Source: an optimization exercise on an open RTL-to-GDS flow (aim: small area, a short achievable clock period and few clock cycles per item). Production flows keep margins and buffers that such runs may drop.
Function was checked by simulation only, so behaviour that the tests miss may differ from the original.

**run.sh**
```bash
#!/bin/bash
# synth_recipe.tcl (not shown) runs the flow's synth.tcl, then flattens the netlist and writes it again
# the make line also repeats each setting of config.mk as NAME=value (left out here)
make -C /OpenROAD-flow-scripts/flow DESIGN_CONFIG=/design/flow/config.mk WORK_HOME=/design/flow/orfs CLKGATE_MAP_FILE= SYNTH_SCRIPT=/design/flow/synth_recipe.tcl finish
```
**config.mk**
```make
export PLATFORM = sky130hd
export DESIGN_NAME = link_keeping_drive_vector
export DESIGN_NICKNAME = link_keeping_drive_vector
export VERILOG_FILES = /design/flow/design.v
export SDC_FILE = /design/flow/constraint.sdc
export NUM_CORES = 4
export LEC_CHECK = 0
export CAP_MARGIN = 20
export CORE_MARGIN = 2
export CORE_UTILIZATION = 40
export PLACE_DENSITY = 0.6
export SLEW_MARGIN = 20
```
**constraint.sdc**
```tcl
create_clock -name core_clock -period 11.0 [get_ports {clk}]
set_input_delay 2.2000 -clock core_clock [delete_from_list [all_inputs] [get_ports {clk}]]
set_output_delay 2.2000 -clock core_clock [all_outputs]
set_load 0.01 [all_outputs]
```
**design.v**
```verilog
package lkdv_pkg;
	localparam int unsigned LKDV_MAX_NEIGHBOURS = 8;
	localparam int unsigned CNT_W      = 4;
	localparam int unsigned COORD_W    = 16;
	localparam int unsigned SQ_W       = 32;
	localparam int unsigned ROOT_W     = 16;
	localparam int unsigned DRIVE_W    = 15;
	localparam int unsigned QUO_W      = 15;
	localparam int unsigned PROD_W     = DRIVE_W + COORD_W;
	localparam int unsigned SQRT_STEPS = 16;
	localparam int unsigned DIV_STEPS  = 15;
	typedef enum logic {
		REG_REACH = 1'b0,
		REG_DRIVE = 1'b1
	} reg_idx_t;
	typedef struct packed {
		logic                       found;
		logic signed [COORD_W-1:0]  held_x;
		logic signed [COORD_W-1:0]  held_y;
		logic [CNT_W-1:0]           held_index;
		logic [SQ_W-1:0]            held_sq;
	} frame_t;
endpackage
import lkdv_pkg::*;
module lkdv_arith (
	input  logic [SQ_W-1:0] a,
	input  logic [SQ_W-1:0] b,
	input  logic [SQ_W-1:0] c,
	output logic            ge,
	output logic [SQ_W-1:0] diff
);
	logic [SQ_W-1:0] sum;
	logic [SQ_W:0]   delta;
	assign sum   = b + c;
	assign delta = {1'b0, a} - {1'b0, sum};
	assign ge    = ~delta[SQ_W];
	assign diff  = delta[SQ_W-1:0];
endmodule
import lkdv_pkg::*;
module lkdv_qualify #(
	parameter int unsigned MAX_NEIGHBOURS = LKDV_MAX_NEIGHBOURS
) (
	input  logic                      clk,
	input  logic                      arst_n,
	input  logic                      in_valid,
	output logic                      in_stall,
	input  logic signed [COORD_W-1:0] offset_x,
	input  logic signed [COORD_W-1:0] offset_y,
	input  logic                      present,
	input  logic                      frame_end,
	input  logic [COORD_W-1:0]        reach_threshold,
	output lkdv_pkg::frame_t          frame,
	output logic                      frame_valid,
	input  logic                      frame_take
);
	typedef enum logic [2:0] {
		ST_IDLE,
		ST_SQX,
		ST_SQY,
		ST_CMP,
		ST_DONE
	} state_t;
	state_t                    state_q;
	logic                      found_q;
	logic signed [COORD_W-1:0] hx_q;
	logic signed [COORD_W-1:0] hy_q;
	logic [CNT_W-1:0]          hidx_q;
	logic [SQ_W-1:0]           hsq_q;
	logic [CNT_W-1:0]          cnt_q;
	logic signed [COORD_W-1:0] x_q;
	logic signed [COORD_W-1:0] y_q;
	logic [CNT_W-1:0]          idx_q;
	logic [COORD_W-1:0]        th_q;
	logic                      last_q;
	logic [SQ_W-1:0]           acc_q;
	logic [COORD_W-1:0]        mul_op;
	logic [COORD_W-1:0]        mag_x;
	logic [COORD_W-1:0]        mag_y;
	logic [SQ_W-1:0]           prod;
	logic                      accept;
	logic                      scan;
	assign in_stall    = (state_q != ST_IDLE);
	assign accept      = in_valid && (state_q == ST_IDLE);
	assign scan        = (cnt_q < MAX_NEIGHBOURS);
	assign frame_valid = (state_q == ST_DONE);
	assign frame       = {found_q, hx_q, hy_q, hidx_q, hsq_q};
	assign mag_x = x_q[COORD_W-1] ? (~x_q + 1'b1) : x_q;
	assign mag_y = y_q[COORD_W-1] ? (~y_q + 1'b1) : y_q;
	always_comb begin
		unique case (state_q)
			ST_SQX:  mul_op = mag_x;
			ST_SQY:  mul_op = mag_y;
			default: mul_op = th_q;
		endcase
	end
	assign prod = {{(SQ_W-COORD_W){1'b0}}, mul_op} * {{(SQ_W-COORD_W){1'b0}}, mul_op};
	always_ff @(posedge clk or negedge arst_n) begin
		if (!arst_n) begin
			state_q <= ST_IDLE;
			found_q <= 1'b0;
			hx_q    <= '0;
			hy_q    <= '0;
			hidx_q  <= '0;
			hsq_q   <= '0;
			cnt_q   <= '0;
			x_q     <= '0;
			y_q     <= '0;
			idx_q   <= '0;
			th_q    <= '0;
			last_q  <= 1'b0;
			acc_q   <= '0;
		end else begin
			unique case (state_q)
				ST_IDLE: begin
					if (accept) begin
						x_q    <= offset_x;
						y_q    <= offset_y;
						idx_q  <= cnt_q;
						th_q   <= reach_threshold;
						last_q <= frame_end;
						if (scan) begin
							cnt_q <= cnt_q + 1'b1;
						end
						if (scan && present && !found_q) begin
							state_q <= ST_SQX;
						end else if (frame_end) begin
							state_q <= ST_DONE;
						end
					end
				end
				ST_SQX: begin
					acc_q   <= prod;
					state_q <= ST_SQY;
				end
				ST_SQY: begin
					acc_q   <= acc_q + prod;
					state_q <= ST_CMP;
				end
				ST_CMP: begin
					if (acc_q > prod) begin
						found_q <= 1'b1;
						hx_q    <= x_q;
						hy_q    <= y_q;
						hidx_q  <= idx_q;
						hsq_q   <= acc_q;
					end
					state_q <= last_q ? ST_DONE : ST_IDLE;
				end
				ST_DONE: begin
					if (frame_take) begin
						found_q <= 1'b0;
						hx_q    <= '0;
						hy_q    <= '0;
						hidx_q  <= '0;
						hsq_q   <= '0;
						cnt_q   <= '0;
						state_q <= ST_IDLE;
					end
				end
				default: state_q <= ST_IDLE;
			endcase
		end
	end
endmodule
import lkdv_pkg::*;
module lkdv_scale (
	input  logic                      clk,
	input  logic                      arst_n,
	input  lkdv_pkg::frame_t          frame,
	input  logic                      frame_valid,
	output logic                      frame_take,
	input  logic [DRIVE_W-1:0]        drive_gain,
	output logic                      out_valid,
	input  logic                      out_stall,
	output logic signed [COORD_W-1:0] drive_x,
	output logic signed [COORD_W-1:0] drive_y,
	output logic                      has_signal,
	output logic [CNT_W-1:0]          chosen_index
);
	typedef enum logic [2:0] {
		S_IDLE,
		S_SQRT,
		S_MULX,
		S_DIVX,
		S_MULY,
		S_DIVY,
		S_OUT
	} state_t;
	state_t                    state_q;
	lkdv_pkg::frame_t          fr_q;
	logic [DRIVE_W-1:0]        md_q;
	logic [SQ_W-1:0]           rem_q;
	logic [SQ_W-1:0]           res_q;
	logic [SQ_W-1:0]           bit_q;
	logic [QUO_W-1:0]          dvd_q;
	logic [QUO_W-1:0]          quo_q;
	logic [CNT_W-1:0]          step_q;
	logic [COORD_W-1:0]        drvx_q;
	logic [COORD_W-1:0]        drvy_q;
	logic                      out_valid_q;
	logic signed [COORD_W-1:0] drive_x_q;
	logic signed [COORD_W-1:0] drive_y_q;
	logic                      has_signal_q;
	logic [CNT_W-1:0]          chosen_index_q;
	logic [SQ_W-1:0]           op_a;
	logic [SQ_W-1:0]           op_b;
	logic [SQ_W-1:0]           op_c;
	logic                      ge;
	logic [SQ_W-1:0]           diff;
	logic [COORD_W-1:0]        mag;
	logic [COORD_W-1:0]        mag_hx;
	logic [COORD_W-1:0]        mag_hy;
	logic [PROD_W-1:0]         prod;
	logic [QUO_W-1:0]          quo_next;
	logic [COORD_W-1:0]        quo_ext;
	logic                      neg;
	logic [COORD_W-1:0]        quo_signed;
	logic                      out_free;
	lkdv_arith u_arith (
		.a    (op_a),
		.b    (op_b),
		.c    (op_c),
		.ge   (ge),
		.diff (diff)
	);
	always_comb begin
		if (state_q == S_SQRT) begin
			op_a = rem_q;
			op_b = res_q;
			op_c = bit_q;
		end else begin
			op_a = {{(SQ_W-ROOT_W-1){1'b0}}, rem_q[ROOT_W-1:0], dvd_q[QUO_W-1]};
			op_b = {{(SQ_W-ROOT_W){1'b0}}, res_q[ROOT_W-1:0]};
			op_c = '0;
		end
	end
	assign mag_hx = fr_q.held_x[COORD_W-1] ? (~fr_q.held_x + 1'b1) : fr_q.held_x;
	assign mag_hy = fr_q.held_y[COORD_W-1] ? (~fr_q.held_y + 1'b1) : fr_q.held_y;
	assign mag    = (state_q == S_MULX) ? mag_hx : mag_hy;
	assign prod   = {{(PROD_W-DRIVE_W){1'b0}}, md_q} * {{(PROD_W-COORD_W){1'b0}}, mag};
	assign quo_next   = {quo_q[QUO_W-2:0], ge};
	assign quo_ext    = {1'b0, quo_next};
	assign neg        = (state_q == S_DIVX) ? fr_q.held_x[COORD_W-1] : fr_q.held_y[COORD_W-1];
	assign quo_signed = neg ? (~quo_ext + 1'b1) : quo_ext;
	assign frame_take = (state_q == S_IDLE) && frame_valid;
	assign out_free   = !out_valid_q || !out_stall;
	always_ff @(posedge clk or negedge arst_n) begin
		if (!arst_n) begin
			state_q        <= S_IDLE;
			fr_q           <= '0;
			md_q           <= '0;
			rem_q          <= '0;
			res_q          <= '0;
			bit_q          <= '0;
			dvd_q          <= '0;
			quo_q          <= '0;
			step_q         <= '0;
			drvx_q         <= '0;
			drvy_q         <= '0;
			out_valid_q    <= 1'b0;
			drive_x_q      <= '0;
			drive_y_q      <= '0;
			has_signal_q   <= 1'b0;
			chosen_index_q <= '0;
		end else begin
			if (state_q == S_OUT && out_free) begin
				out_valid_q <= 1'b1;
			end else if (!out_stall) begin
				out_valid_q <= 1'b0;
			end
			unique case (state_q)
				S_IDLE: begin
					if (frame_valid) begin
						fr_q    <= frame;
						md_q    <= drive_gain;
						rem_q   <= frame.held_sq;
						res_q   <= '0;
						bit_q   <= {2'b01, {(SQ_W-2){1'b0}}};
						step_q  <= '0;
						state_q <= frame.found ? S_SQRT : S_OUT;
					end
				end
				S_SQRT: begin
					if (ge) begin
						rem_q <= diff;
						res_q <= (res_q >> 1) + bit_q;
					end else begin
						res_q <= res_q >> 1;
					end
					bit_q  <= bit_q >> 2;
					step_q <= step_q + 1'b1;
					if (step_q == SQRT_STEPS - 1) begin
						state_q <= S_MULX;
					end
				end
				S_MULX, S_MULY: begin
					rem_q   <= {{(SQ_W-ROOT_W){1'b0}}, prod[PROD_W-1:QUO_W]};
					dvd_q   <= prod[QUO_W-1:0];
					quo_q   <= '0;
					step_q  <= '0;
					state_q <= (state_q == S_MULX) ? S_DIVX : S_DIVY;
				end
				S_DIVX, S_DIVY: begin
					rem_q  <= ge ? diff : op_a;
					quo_q  <= quo_next;
					dvd_q  <= {dvd_q[QUO_W-2:0], 1'b0};
					step_q <= step_q + 1'b1;
					if (step_q == DIV_STEPS - 1) begin
						if (state_q == S_DIVX) begin
							drvx_q  <= quo_signed;
							state_q <= S_MULY;
						end else begin
							drvy_q  <= quo_signed;
							state_q <= S_OUT;
						end
					end
				end
				S_OUT: begin
					if (out_free) begin
						drive_x_q      <= fr_q.found ? drvx_q : '0;
						drive_y_q      <= fr_q.found ? drvy_q : '0;
						has_signal_q   <= fr_q.found;
						chosen_index_q <= fr_q.found ? fr_q.held_index : '0;
						state_q        <= S_IDLE;
					end
				end
				default: state_q <= S_IDLE;
			endcase
		end
	end
	assign out_valid    = out_valid_q;
	assign drive_x      = drive_x_q;
	assign drive_y      = drive_y_q;
	assign has_signal   = has_signal_q;
	assign chosen_index = chosen_index_q;
endmodule
import lkdv_pkg::*;
module link_keeping_drive_vector #(
	parameter int unsigned MAX_NEIGHBOURS = LKDV_MAX_NEIGHBOURS
) (
	input  logic                      clk,
	input  logic                      arst_n,
	input  logic                      psel,
	input  logic                      penable,
	input  logic                      pwrite,
	input  logic [2:0]                paddr,
	input  logic [31:0]               pwdata,
	output logic [31:0]               prdata,
	output logic                      pready,
	input  logic                      in_valid,
	output logic                      in_stall,
	input  logic signed [COORD_W-1:0] offset_x,
	input  logic signed [COORD_W-1:0] offset_y,
	input  logic                      present,
	input  logic                      frame_end,
	output logic                      out_valid,
	input  logic                      out_stall,
	output logic signed [COORD_W-1:0] drive_x,
	output logic signed [COORD_W-1:0] drive_y,
	output logic                      has_signal,
	output logic [CNT_W-1:0]          chosen_index
);
	logic [COORD_W-1:0] reach_q;
	logic [DRIVE_W-1:0] maxd_q;
	logic               reg_sel;
	lkdv_pkg::frame_t   frame;
	logic               frame_valid;
	logic               frame_take;
	assign reg_sel = paddr[2];
	assign pready  = 1'b1;
	always_ff @(posedge clk or negedge arst_n) begin
		if (!arst_n) begin
			reach_q <= '0;
			maxd_q  <= '0;
		end else if (psel && penable && pwrite) begin
			unique case (reg_sel)
				REG_REACH: reach_q <= pwdata[COORD_W-1:0];
				REG_DRIVE: maxd_q  <= pwdata[DRIVE_W-1:0];
				default:   reach_q <= reach_q;
			endcase
		end
	end
	always_comb begin
		unique case (reg_sel)
			REG_REACH: prdata = {{(32-COORD_W){1'b0}}, reach_q};
			REG_DRIVE: prdata = {{(32-DRIVE_W){1'b0}}, maxd_q};
			default:   prdata = '0;
		endcase
	end
	lkdv_qualify #(
		.MAX_NEIGHBOURS (MAX_NEIGHBOURS)
	) u_qualify (
		.clk             (clk),
		.arst_n          (arst_n),
		.in_valid        (in_valid),
		.in_stall        (in_stall),
		.offset_x        (offset_x),
		.offset_y        (offset_y),
		.present         (present),
		.frame_end       (frame_end),
		.reach_threshold (reach_q),
		.frame           (frame),
		.frame_valid     (frame_valid),
		.frame_take      (frame_take)
	);
	lkdv_scale u_scale (
		.clk          (clk),
		.arst_n       (arst_n),
		.frame        (frame),
		.frame_valid  (frame_valid),
		.frame_take   (frame_take),
		.drive_gain   (maxd_q),
		.out_valid    (out_valid),
		.out_stall    (out_stall),
		.drive_x      (drive_x),
		.drive_y      (drive_y),
		.has_signal   (has_signal),
		.chosen_index (chosen_index)
	);
endmodule
```
==> run summary <==
Clocking:
- The clock insertion delay at the later pin of the skew report is 0.62 ns.
- The number of buffers between clock root and the deepest sink is 3.
- The clock root buffer master is sky130_fd_sc_hd__clkbuf_16.
- The number of clock sinks seen by CTS is 430.
- After clock tree synthesis, the clock-pin slew on the worst setup and hold paths is 0.06 ns.
- The number of buffers added by the clock tree synthesis step is 50.
- The TritonCTS clock tree is yes.
- The total of hold buffers inserted after clock tree synthesis is 0.
- The clock tree synthesis step divided the H-tree into 2 levels.

Timing:
- The number of hold-slack violations in the final timing report came to 0.
- The maximum clock frequency is 0.0956 GHz.
- After layout, the worst setup slack is 0.535 ns.
- The total negative slack is 0 ns.
- The number of max-slew violations in the final report is 0.
- The transition time at the pin with the least slew margin is 1.08 ns.
- Setup repair after global routing left no endpoint under its margin.
- The worst clock skew is 0.0251 ns.
- Setup violations remaining at the end of the flow were counted as 0.
- The worst hold slack after final layout is 0.462 ns.
- The final clock period utilization by the worst path is 95.1%.
- The worst slew margin relative to its limit is 27.9%.
- The routed design could run at a clock period as short as 10.47 ns.

Floorplan:
- The floorplan step defined a die boundary enclosing 0.105 mm2.
- After floorplanning, the core was sized to cover 0.101 mm2.
- The initial utilization of the core area, before any placement, comes to 40.2%.
- During I/O placement, the number of pins put on the boundary was 148.
- The row count is 117.
- Measured along the y axis, the die boundary spans 323 um.
- From left edge to right edge, the die measures 323 um.

Status:
- The flow ran to the end and the layout has no timing, DRC or antenna violations.

Placed design:
- The post-detailed-placement cell area is 0.0436 mm2.
- The total half-perimeter wirelength after legalization and detailed placement is 79,900 um.
- Routability-driven placement finished with a final weighted congestion of 0.884.
- At the placement stage, the worst setup path has a slack of 0.193 ns.
- In this run the tool buffered the top-level ports with 112 buffer cells.

Synth:
- The number of instances in the synthesized netlist is 4,661.
- In this run, synthesis inferred 0 flip-flops with an integrated enable.
- The synthesized design contains 430 register bits.
- The summed instance area of the synthesized netlist is 0.0408 mm2.
- The share of Yosys cell area claimed by the top area cell type is 26.4%.
- Among all flip-flop cells after synthesis, the most frequent one is sky130_fd_sc_hd__dfrtp_1.
- The synthesized netlist contains 91 unique library cells.
- In the synthesized netlist the async set-or-reset flop fraction comes to 100%.
- The sequential share of the synthesized area is 26.4%.
- Sorting the synthesized cells by area gives the leading types as sky130_fd_sc_hd__dfrtp_1 (26%), sky130_fd_sc_hd__fa_1 (17%), sky130_fd_sc_hd__ha_1 (10%), sky130_fd_sc_hd__nand2_1 (7.4%), sky130_fd_sc_hd__inv_1 (5.1%).
- Yosys printed 3 warnings.
- Of all cell types, the one taking the most synthesized area is sky130_fd_sc_hd__dfrtp_1.
- The post-synthesis area per instance is 8.75 um2.

Drt:
- The antenna violation net count after detailed routing is 0.
- The DRC violation total after the first TritonRoute iteration is 2,272.
- After detailed routing, the total wire length is 105,000 um.
- The number of DRC violations after detailed routing is 0.
- Dividing the detail-routed wire length by the instance count gives 17.1 um.
- The via density per instance is 5.24.
- The total vias in the final route is 32,093.
- The length of the first detailed-routing pass in iterations is 6.

Global route:
- The pin count of the biggest net entering global routing is 156.
- The final global-route overflow total is 0.
- The number of global-route vias before repair is 32,393.
- The first-pass GRT wire length is 174,000 um.
- The initial antenna violation count was 0.
- The total track usage is 20.5%.

Layout:
- The final net count is 5,461.
- The synthesis-to-finish area growth is 11.6%.
- The share of post-route cells with drive strength above 1 is 7.42%.
- The post-route cell area is 0.0455 mm2.
- The total of fill cells in the finished design is 9,988.
- 0 antenna diodes ended up in the layout.

Worst setup path:
- The data arrival time of the critical path is 10.98 ns.
- Data on the critical path is required at its endpoint by 11.51 ns.
- In this run the worst path has a maximum fanout of 18.
- The cell with the most instances on the worst path is sky130_fd_sc_hd__fa_1.
- The setup path with the least slack is of type flop to flop.
- The cell with the largest stage delay on the worst path is sky130_fd_sc_hd__nor2_1.
- The largest stage delay on the critical path is 0.75 ns.
- The endpoint type of the worst setup path is a flop.
- The kind of launch point of the worst setup path is a flop.

Flow run:
- The max capacitance violation total is 0.

Worst hold path:
- The path type of the worst min-delay path is flop to flop.
==> state kept, by name (all words and copies together), names as in the netlist, 14 cells and up <==
signal             count
u_qualify.y_q         16
u_scale.dvd_q         15
u_scale.bit_q         16
u_qualify.hx_q        16
u_scale.md_q          15
u_qualify.hsq_q       32
u_scale.drive_y_q     16
u_qualify.x_q         16
u_scale.drvx_q        16
u_scale.drvy_q        16
u_qualify.hy_q        16
u_scale.fr_q          37
u_scale.quo_q         14
maxd_q                15
u_scale.rem_q         32
reach_q               16
u_qualify.acc_q       32
u_scale.res_q         32
u_scale.drive_x_q     16
u_qualify.th_q        16
==> layer usage <==
| layer | track usage, % | routed length (um) |
|---|---|---|
| met1 | 29.1 | 50000 |
| met2 | 33.5 | 48200 |
| met3 | 2.29 | 4410 |
| met4 | 4.85 | 2270 |
| met5 | 0 | 0 |
==> logic make-up after synthesis <==
group                    share of synthesized area (%)
AND/OR/NAND/NOR                                   16.8
AO/OA/AOI/OAI                                     13.0
buffers and inverters                             7.62
adder cells (fa/ha/maj)                           26.8
flip-flops                                        26.4
XOR/XNOR                                          4.70
multiplexers                                      4.71
other                                           0.0184
==> metrics by stage <==
step,instances,utilization [%]
6_report,6124,44.8
5_1_grt,6124,44.8
4_1_cts,6119,44.7
3_5_place_dp,6029,43.0
3_3_place_gp,6029,43.0
2_1_floorplan,4676,-
==> synth_stat cells (all sizes together) (9+ instances only) <==
| master | number |
|---|---|
| a211oi | 33 |
| a21boi | 9 |
| a21o | 69 |
| a21oi | 225 |
| a221oi | 31 |
| a22o | 11 |
| a31o | 10 |
| a31oi | 37 |
| and2 | 114 |
| and3 | 55 |
| buf | 56 |
| clkbuf | 176 |
| dfrtp | 430 |
| fa | 342 |
| ha | 325 |
| inv | 557 |
| mux2 | 87 |
| mux2i | 94 |
| nand2 | 801 |
| nand2b | 30 |
| nand3 | 84 |
| nand4 | 20 |
| nor2 | 308 |
| nor2b | 15 |
| nor3 | 40 |
| nor3b | 9 |
| nor4 | 16 |
| o211ai | 17 |
| o21a | 13 |
| o21ai | 204 |
| o21bai | 24 |
| o221ai | 13 |
| o22ai | 13 |
| o31ai | 25 |
| o41ai | 13 |
| or3 | 18 |
| xnor2 | 135 |
| xor2 | 84 |
==> timing repair <==
action	in CTS	in global routing
setup endpoints to repair	0	71
endpoints found under the hold margin	0	0
setup buffers	0	3
gates resized for setup	0	18
==> critical path, delay by kind of cell (launching register included) <==
| family | cells | cell delay (ns) |
|---|---|---|
| adders and majority gates | 8 | 3.79 |
| and+or+nand+nor | 9 | 2.40 |
| AOI/OAI and AO/OA | 11 | 2.17 |
| buffers and inverters | 11 | 1.55 |
| DFF | 1 | 0.45 |
==> path summary, 6_finish.rpt <==
kind	from	to	slack (ns)	cells past startpoint
worst max-delay path	u_qualify.state_q[0]$_DFFE_PN0P_	u_qualify.found_q$_DFFE_PN0P_	0.53	39
worst min-delay path	u_scale.drive_x_q[5]$_DFFE_PN0P_	u_scale.drive_x_q[5]$_DFFE_PN0P_	0.46	2
min in group asynchronous	arst_n	u_scale.drive_y_q[15]$_DFFE_PN0P_	1.62	1
worst min register to register	u_scale.drive_x_q[5]$_DFFE_PN0P_	u_scale.drive_x_q[5]$_DFFE_PN0P_	0.46	2
max in group asynchronous	arst_n	u_qualify.hsq_q[31]$_DFFE_PN0P_	7.22	3
worst max register to register	u_qualify.state_q[0]$_DFFE_PN0P_	u_qualify.found_q$_DFFE_PN0P_	0.53	39
==> layout make-up <==
cell class,count,area (um2),share of cell area (%)
multi-input combinational,3453,27100,59.7
clock buffer,69,1410,3.11
timing repair buffer,222,2030,4.47
tap,1368,1710,3.76
sequential,430,10800,23.7
clock inverter,21,309,0.679
inverter,561,2110,4.65
==> placed cells by master, fill, tap and decap left out, types with 10 or more instances in the layout <==
cell type	instances
sky130_fd_sc_hd__xnor2_1	134
sky130_fd_sc_hd__a22o_1	11
sky130_fd_sc_hd__o21a_1	13
sky130_fd_sc_hd__o21ai_0	198
sky130_fd_sc_hd__a21o_1	69
sky130_fd_sc_hd__or3_1	18
sky130_fd_sc_hd__o21bai_1	24
sky130_fd_sc_hd__mux2_2	87
sky130_fd_sc_hd__nand2b_1	30
sky130_fd_sc_hd__xor2_1	83
sky130_fd_sc_hd__a21oi_1	214
sky130_fd_sc_hd__buf_4	104
sky130_fd_sc_hd__nor2_1	302
sky130_fd_sc_hd__o221ai_1	13
sky130_fd_sc_hd__o31ai_1	24
sky130_fd_sc_hd__and3_1	55
sky130_fd_sc_hd__nor4_1	16
sky130_fd_sc_hd__ha_1	323
sky130_fd_sc_hd__clkdlybuf4s50_1	111
sky130_fd_sc_hd__o41ai_1	11
sky130_fd_sc_hd__nor3_1	39
sky130_fd_sc_hd__nand2_1	800
sky130_fd_sc_hd__o211ai_1	17
sky130_fd_sc_hd__dfrtp_1	429
sky130_fd_sc_hd__a211oi_1	31
sky130_fd_sc_hd__nand4_1	20
sky130_fd_sc_hd__nand3_1	84
sky130_fd_sc_hd__a31oi_1	37
sky130_fd_sc_hd__clkbuf_16	51
sky130_fd_sc_hd__mux2i_1	93
sky130_fd_sc_hd__inv_1	555
sky130_fd_sc_hd__fa_1	342
sky130_fd_sc_hd__a31o_2	10
sky130_fd_sc_hd__clkbuf_1	10
sky130_fd_sc_hd__nor2b_1	15
sky130_fd_sc_hd__and2_1	113
sky130_fd_sc_hd__conb_1	17
sky130_fd_sc_hd__o22ai_1	13
sky130_fd_sc_hd__a221oi_1	31
Testbench counts, summed over its fixed seeds: cycles 193,822, frames 4,096.

what the ideal ports hide:
No port has a modelled driver above. Below, the same layout with a new extraction and two added sets of constraints. Step 1 (the two cells are an assumption about what drives the block):
set clk [get_ports {clk}]
set_driving_cell -lib_cell sky130_fd_sc_hd__clkbuf_16 $clk
set_driving_cell -lib_cell sky130_fd_sc_hd__buf_2 [delete_from_list [all_inputs] $clk]
Step 2 moves the port delays by t, midway between the first and last clock arrival at a register: inputs arrive t later, outputs are due t later. That takes back most of the time a late clock gives input paths. a / b / c = no drivers / after step 1 / after step 2; a / b = the first two.
t, ns: 0.677
setup slack, ns: 0.535 / 0.535 / 0.535
worst hold slack (ns): 0.462 / 0.462 / 0.462
slew at the worst register clock pin (ns): 0.06 / 0.06
pins driven straight from the clock port: 1
After both steps setup and hold are still met in this run. For this run, drivers alone change the setup slack by 0.000 ns; drivers and shift together by 0.000 ns.
